Source: an optimization exercise on an open RTL-to-GDS flow (aim: small area, a short achievable clock period and few clock cycles per item). Production flows keep margins and buffers that such runs may drop. The RTL was checked by simulation tests, not by an equivalence proof against the original design.

==> flow/design.v (excerpt) <==
module binary_op_pipe
#(
  parameter int ParamBitWidth = 32,
  parameter int ParamLatency  = 2,
  parameter int ParamTagWidth = 8
) (
  input  logic                     clk,
  input  logic                     reset,
  input  logic                     in_valid,
  output logic                     in_ready,
  input  logic [3:0]               in_op,
  input  logic [ParamBitWidth-1:0] in_lhs,
  input  logic [ParamBitWidth-1:0] in_rhs,
  input  logic [ParamTagWidth-1:0] in_tag,
  output logic                     out_valid,
  input  logic                     out_ready,
  output logic [ParamBitWidth-1:0] out_result,
  output logic [ParamTagWidth-1:0] out_tag,
  output logic                     out_ovf,
  output logic                     out_zero,
  output logic                     out_illegal
);
  logic        iv;           
  logic [3:0]  iop;
  logic [31:0] ia;           
  logic [31:0] ib;           
  logic [7:0]  itag;
  logic [2:0]  cnt;          
  logic        plast;        
  logic [3:0]  bone, btwo, bneg;   
  logic [7:0]  slo, clo;     
  logic        cy;           
  logic [33:0] acs;          
  logic [33:0] acc;          
  logic        rdy, rdy_o;   
  logic        sv;           
  logic        ov;
  logic [31:0] ores;
  logic [7:0]  otag;
  logic        oovf, ozero, oill;
  logic is_addsub, is_sub, is_mul, is_shl, is_shr, is_ashr, is_sh;
  logic is_and, is_or, is_xor, is_ill, is_logic;
  assign is_addsub = (iop[3:1] == 3'd0);
  assign is_sub    = (iop == 4'd1);
  assign is_mul    = (iop == 4'd2);
  assign is_shl    = (iop == 4'd3);
  assign is_shr    = (iop == 4'd4) || (iop == 4'd5);
  assign is_ashr   = (iop == 4'd5);
  assign is_sh     = is_shl || is_shr;
  assign is_and    = (iop == 4'd6);
  assign is_or     = (iop == 4'd7);
  assign is_xor    = (iop == 4'd8);
  assign is_ill    = (iop > 4'd8);
  assign is_logic  = is_and || is_or || is_xor;
  logic mul_pass, mul_last;
  ...
make LEC_CHECK=0 ABC_AREA=1 CAP_MARGIN=65 CORE_MARGIN=2 CORE_UTILIZATION=50 PLACE_DENSITY=0.65 SLEW_MARGIN=75 finish   # period 12.0 ns
run.sh (not shown) runs the stock make flow with config.mk's settings and CLKGATE_MAP_FILE= SYNTH_SCRIPT=/design/flow/synth_recipe.tcl, a recipe that flattens the netlist after the stock synthesis.
Testbench counts at the start, summed over its fixed seeds: cycles 22,384, items 16,000.
Next try:
--- a/flow/config.mk
+++ b/flow/config.mk
@@ -7,7 +7,7 @@
 export LEC_CHECK = 0
 export ABC_AREA = 1
-export CAP_MARGIN = 65
+export CAP_MARGIN = 50
 export CORE_MARGIN = 2
-export CORE_UTILIZATION = 50
-export PLACE_DENSITY = 0.65
-export SLEW_MARGIN = 75
+export CORE_UTILIZATION = 40
+export PLACE_DENSITY = 0.6
+export SLEW_MARGIN = 65
After rerunning: The new run passed the timing, design-rule and antenna checks; design area is lower slightly; wire length increases by a few percent; die area rose by a quarter to a third.

Starting RTL as in the previous note.
==> flow/design.v (excerpt) <==
module binary_op_pipe
#(
  parameter int ParamBitWidth = 32,
  parameter int ParamLatency  = 2,
  parameter int ParamTagWidth = 8
) (
  input  logic                     clk,
  input  logic                     reset,
  input  logic                     in_valid,
  output logic                     in_ready,
  input  logic [3:0]               in_op,
  input  logic [ParamBitWidth-1:0] in_lhs,
  input  logic [ParamBitWidth-1:0] in_rhs,
  input  logic [ParamTagWidth-1:0] in_tag,
  output logic                     out_valid,
  input  logic                     out_ready,
  output logic [ParamBitWidth-1:0] out_result,
  output logic [ParamTagWidth-1:0] out_tag,
  output logic                     out_ovf,
  output logic                     out_zero,
  output logic                     out_illegal
);
==> flow/config.mk <==
export PLATFORM = sky130hd
export DESIGN_NAME = binary_op_pipe
export DESIGN_NICKNAME = binary_op_pipe
export VERILOG_FILES = /design/flow/design.v
export SDC_FILE = /design/flow/constraint.sdc
export NUM_CORES = 4
export LEC_CHECK = 0
export ABC_AREA = 1
export CAP_MARGIN = 50
export CORE_MARGIN = 2
export CORE_UTILIZATION = 45
export PLACE_DENSITY = 0.6
export SLEW_MARGIN = 65
==> flow/constraint.sdc <==
create_clock -name core_clock -period 12.0 [get_ports {clk}]
set_input_delay 2.4000 -clock core_clock [delete_from_list [all_inputs] [get_ports {clk}]]
set_output_delay 2.4000 -clock core_clock [all_outputs]
set_load 0.01 [all_outputs]
The first run passed the timing, design-rule and antenna checks.
Testbench counts at the start, summed over its fixed seeds: cycles 22,384, items 16,000.
Edit:
Settings changed: CORE_UTILIZATION 45 to 58, PLACE_DENSITY 0.6 to 0.7.
After rerunning:
- cell area went down by 0.81%
- die area decreases by 22%
- count of clock-buffer cells in the layout is lower by 6
- maximum frequency came out lower by 5.0%
- global-route usage is higher by 11 points
Edit:
Settings changed: CORE_UTILIZATION 58 to 50, PLACE_DENSITY 0.7 to 0.65, SLEW_MARGIN 65 to 75.
- area after synthesis stays the same
- worst setup slack gets better by 0.36 ns
- first-iteration DRC count falls by 21%
- maximum frequency went up by 9.0%
- synthesized cell count is unchanged
Edit:
Settings changed: SLEW_MARGIN 75 to 65.
Outcome:
- The changed run finished clean
- cell area went down by 2.5%
- register-to-register slack is worse by 0.26 ns
- synthesized cell count does not change

-- re-timing with driven ports --
In the flow no input, the clock included, has a driving cell. The finished layouts below were timed again as built, in two steps.
Step 1 sets driving cells, clkbuf_16 on the clock port and buf_2 on the other inputs (assumed; they add their load-dependent delay and slew).
Step 2 adds t to the input delays and takes it off the output delays; t is the mean of the earliest and latest rising clock arrival at the registers after step 1. Input paths then give back, and output paths get back, about the clock's delay inside the block.
Slacks: no drivers / after step 1 / after step 2; pairs: no drivers / after step 1.
run | t (ns) | setup slack, ns | worst setup path at the end
the first run of note 1 | 0.643 | 7.962 / 7.997 / 7.355 | input to register
the second run of note 1 | 0.653 | 7.747 / 7.747 / 7.211 | input to register
the first run of note 2 | 0.644 | 7.846 / 7.846 / 7.325 | input to register
the second run of note 2 | 0.643 | 7.626 / 7.626 / 7.297 | input to register
the third run of note 2 | 0.645 | 7.989 / 8.024 / 7.379 | input to register
the fourth run of note 2 | 0.653 | 7.877 / 7.877 / 7.510 | input to register
After both steps setup and hold are still met in every run listed. For the third run of note 2, which loses most, drivers alone change the setup slack by +0.035 ns; drivers and shift together by -0.610 ns.
